From an optimization exercise on the open Yosys and OpenROAD flow, aimed at small area, a short achievable clock period and few clock cycles per item; shortcuts taken in it are not production practice.
At most, simulation tests tie the RTL to the original design; equivalence was not proved.

== before ==
// yuvToRgb
module yuvToRgb (
	input logic Clock,
	input logic resetn,
	input logic start,
	input logic [15:0] readData,
	output logic done,
	output logic [17:0] sramAddress,
	output logic [15:0] sramWriteData,
	output logic sramWeN
);
	logic busy;
	logic wrQ;
	logic [7:0] pq;
	logic [2:0] ph;
	logic [8:0] wa;
	logic shen, shV, shHi;
	logic rdU, rdV, rdY, rkU, rkV, rkY;
	logic [7:0] win [12];
	logic [15:0] pendU, pendV, yw;
	logic [8:0] f, uc;
	logic [8:0] fc9;
	logic [9:0] fd2, fd3;
	logic [15:0] gb;
	logic [7:0] b0;
	function automatic logic [2:0] flagsOf(input logic [7:0] q);
		flagsOf = {q <= 8'd3, q >= 8'd159, q == 8'd163};
	endfunction
	logic [2:0] fl, nf, df;
	logic dfPro, dfEndC, dfOdd, flLastP;
	logic [1:0] dfQ;
	assign {dfPro, dfEndC} = df[2:1];
	assign dfQ = (ph == 3'd4) ? pq[1:0] + 2'd1 : pq[1:0];
	assign dfOdd = dfQ[0];
	assign flLastP = fl[0];
	logic [2:0] nph;
	logic dWr, dRdU, dRdV, dRdY, dSh, dShV, dShHi;
	logic [6:0] kc;
	logic [7:0] yc;
	assign nph = (ph == 3'd4) ? 3'd0 : ph + 3'd1;
	assign df = (ph == 3'd4) ? nf : fl;
	always_comb begin
		dWr = 1'b0; dRdU = 1'b0; dRdV = 1'b0; dRdY = 1'b0;
  ...
export LEC_CHECK = 0
export CAP_MARGIN = 20
export CORE_MARGIN = 2
export CORE_UTILIZATION = 40
export CTS_CLUSTER_DIAMETER = 100
export CTS_CLUSTER_SIZE = 25
export SETUP_SLACK_MARGIN = 5
export SLEW_MARGIN = 20
export SYNTH_HIERARCHICAL = 1
export SYNTH_MINIMUM_KEEP_SIZE = 0
create_clock -name core_clock -period 12.0 [get_ports {Clock}]
standard.sh (not shown) runs the stock make flow with config.mk's settings and CLKGATE_MAP_FILE= SYNTH_SCRIPT=/design/flow/synth_recipe.tcl, a recipe that flattens the netlist after the stock synthesis.
==> flow/flow/run.sh <==
#!/bin/bash
set -euo pipefail
bash standard.sh SETUP_SLACK_MARGIN=8.5 "BUFFER_PORTS_ARGS=-buffer_cell sky130_fd_sc_hd__buf_2" finish > standard.log 2>&1
Input changes introduced in after (baseline for comparison: before):
--- a/flow/design.v
+++ b/flow/design.v
@@ -78,25 +78,26 @@
 	logic rdU, rdV, rdY, rkU, rkV, rkY;
 	logic [7:0] win [12];
 	logic [15:0] pendU, pendV, yw;
 	logic [8:0] f, uc;
 	logic [8:0] fc9;
 	logic [9:0] fd2, fd3;
 	logic [15:0] gb;
 	logic [7:0] b0;
-	function automatic logic [2:0] flagsOf(input logic [7:0] q);
-		flagsOf = {q <= 8'd3, q >= 8'd159, q == 8'd163};
+	function automatic logic [6:0] flagsOf(input logic [7:0] q);
+		flagsOf = {q <= 8'd3, q >= 8'd4, (q >= 8'd4) && (q <= 8'd158),
+			(q >= 8'd4) && (q <= 8'd162), !q[0] && (q <= 8'd159),
+			q[0] && (q <= 8'd158), q == 8'd163};
 	endfunction
-	logic [2:0] fl, nf, df;
-	logic dfPro, dfEndC, dfOdd, flLastP;
+	logic [6:0] fl, nf, df;
+	logic dfPro, dfWrOk, dfRdC, dfRdYk, dfVHi, dfUHi, flLastP;
 	logic [1:0] dfQ;
-	assign {dfPro, dfEndC} = df[2:1];
+	assign {dfPro, dfWrOk, dfRdC, dfRdYk, dfVHi, dfUHi} = df[6:1];
 	assign dfQ = (ph == 3'd4) ? pq[1:0] + 2'd1 : pq[1:0];
-	assign dfOdd = dfQ[0];
 	assign flLastP = fl[0];
 	logic [2:0] nph;
 	logic dWr, dRdU, dRdV, dRdY, dSh, dShV, dShHi;
 	logic [6:0] kc;
 	logic [7:0] yc;
 	assign nph = (ph == 3'd4) ? 3'd0 : ph + 3'd1;
 	assign df = (ph == 3'd4) ? nf : fl;
 	always_comb begin
@@ -118,31 +119,31 @@
 				{2'd3, 3'd0}: begin dSh = 1'b1; dShHi = 1'b1; dShV = 1'b1; dRdU = 1'b1; end
 				{2'd3, 3'd1}: begin dSh = 1'b1; dRdY = 1'b1; end
 				{2'd3, 3'd2}: begin dSh = 1'b1; dShV = 1'b1; end
 				default: ;
 			endcase
 		end else begin
 			case (nph)
 				3'd0: begin
-					dRdU = dfOdd && !dfEndC;
-					dRdV = !dfOdd && !dfEndC;
+					dRdU = dfQ[0] && dfRdC;
+					dRdV = !dfQ[0] && dfRdC;
 				end
-				3'd1: dRdY = !df[0];
+				3'd1: dRdY = dfRdYk;
 				3'd2: begin
-					dWr = !dfPro;
+					dWr = dfWrOk;
 					dSh = 1'b1; dShV = 1'b1;
-					dShHi = !dfOdd && !dfEndC;
+					dShHi = dfVHi;
 				end
 				3'd3: begin
-					dWr = !dfPro;
+					dWr = dfWrOk;
 					dSh = 1'b1;
-					dShHi = dfOdd && !dfEndC;
+					dShHi = dfUHi;
 				end
-				default: dWr = !dfPro;
+				default: dWr = dfWrOk;
 			endcase
 		end
 	end
 	logic go, lastNow;
 	assign go = start && !busy;
 	assign lastNow = flLastP && (ph == 3'd4);
 	always_ff @(posedge Clock or negedge resetn) begin
 		if (!resetn) begin
@@ -297,17 +298,17 @@
 wire lm_57;
 wire lm_58;
 wire lm_59;
 wire lm_60;
 wire lm_61;
 wire lm_62;
 wire lm_63;
 wire lm_64;
-assign lm_1 = ysel[0];
+assign lm_1 = ~~ysel[0];
 assign lm_2 = ~ysel[1];
 assign lm_3 = ~ysel[2];
 assign lm_4 = ~ysel[3];
 assign lm_5 = ~ysel[4];
 assign lm_6 = ~ysel[5];
 assign lm_7 = ~ysel[6];
 assign lm_8 = ~ysel[7];
 assign lm_9 = ~ysel[6];
@@ -476,17 +477,17 @@
 wire cr_131;
 wire cr_132;
 wire cr_133;
 wire cr_134;
 wire cr_135;
 wire cr_136;
 wire cr_137;
 wire cr_138;
-assign cr_1 = pv[0];
+assign cr_1 = ~~pv[0];
 assign cr_2 = ~lum[4];
 assign cr_3 = ~lum[6];
 assign cr_4 = ~lum[7];
 assign cr_5 = ~lum[10];
 assign cr_6 = ~lum[12];
 assign cr_7 = ~lum[14];
 assign cr_8 = ~lum[16];
 assign cr_9 = ~lum[20];
@@ -739,17 +740,17 @@
 wire cg_177;
 wire cg_178;
 wire cg_179;
 wire cg_180;
 wire cg_181;
 wire cg_182;
 wire cg_183;
 wire cg_184;
-assign cg_1 = pv[0];
+assign cg_1 = ~~pv[0];
 assign cg_2 = ~lum[5];
 assign cg_3 = ~lum[6];
 assign cg_4 = ~lum[7];
 assign cg_5 = ~lum[9];
 assign cg_6 = ~lum[11];
 assign cg_7 = ~lum[13];
 assign cg_8 = ~lum[15];
 assign cg_9 = ~lum[17];
@@ -957,17 +958,17 @@
 wire cb_107;
 wire cb_108;
 wire cb_109;
 wire cb_110;
 wire cb_111;
 wire cb_112;
 wire cb_113;
 wire cb_114;
-assign cb_1 = pu[0];
+assign cb_1 = ~~pu[0];
 assign cb_2 = ~lum[0];
 assign cb_3 = ~lum[4];
 assign cb_4 = ~lum[6];
 assign cb_5 = ~lum[7];
 assign cb_6 = ~lum[9];
 assign cb_7 = ~lum[10];
 assign cb_8 = ~lum[11];
 assign cb_9 = ~lum[13];
## What came out
Global routing usage on met1 (higher): after. Taking before as the reference, in after sequential share of layout area stayed essentially flat; final wirelength went up about 2.5%; post-route minimum period moved down. after: arrival time reported for the critical path endpoint lower than before. Compared with before, after shows effective utilization at floorplan higher by 0.30 points. Run comparison: after most common cell after layout, fill and taps aside sky130_fd_sc_hd__dfxtp_1; before most common cell after layout, fill and taps aside sky130_fd_sc_hd__fa_1. done$_DFFE_PN0P_ as the critical path launch point was reported by after, and fd3[3]$_DFF_P_ by before.
Testbench counts of after, summed over its fixed seeds: cycles 26,144, rows 32.
The RTL of before was laid out without a check of its function.

==> afterwards: timing with drivers on the ports <==
No port has a modelled driver above. Below, the same layouts with a new extraction and two added sets of constraints. Step 1 (the two cells are an assumption about what drives the block):
set clk [get_ports {Clock}]
set_driving_cell -lib_cell sky130_fd_sc_hd__clkbuf_16 $clk
set_driving_cell -lib_cell sky130_fd_sc_hd__buf_2 [delete_from_list [all_inputs] $clk]
Step 2 moves the port delays by t, midway between the first and last clock arrival at a register: inputs arrive t later, outputs are due t later. That takes back most of the time a late clock gives input paths. Three values: no drivers, after step 1, after step 2; two values: the first two.
| run | t (ns) | slack for setup (ns) | cell pins on the clock port's net |
|---|---|---|---|
| before | 0.602 | 8.371 / 8.371 / 8.371 | 1 |
| after | 0.612 | 8.476 / 8.420 / 8.504 | 1 |
After both steps every run listed still meets setup and hold.
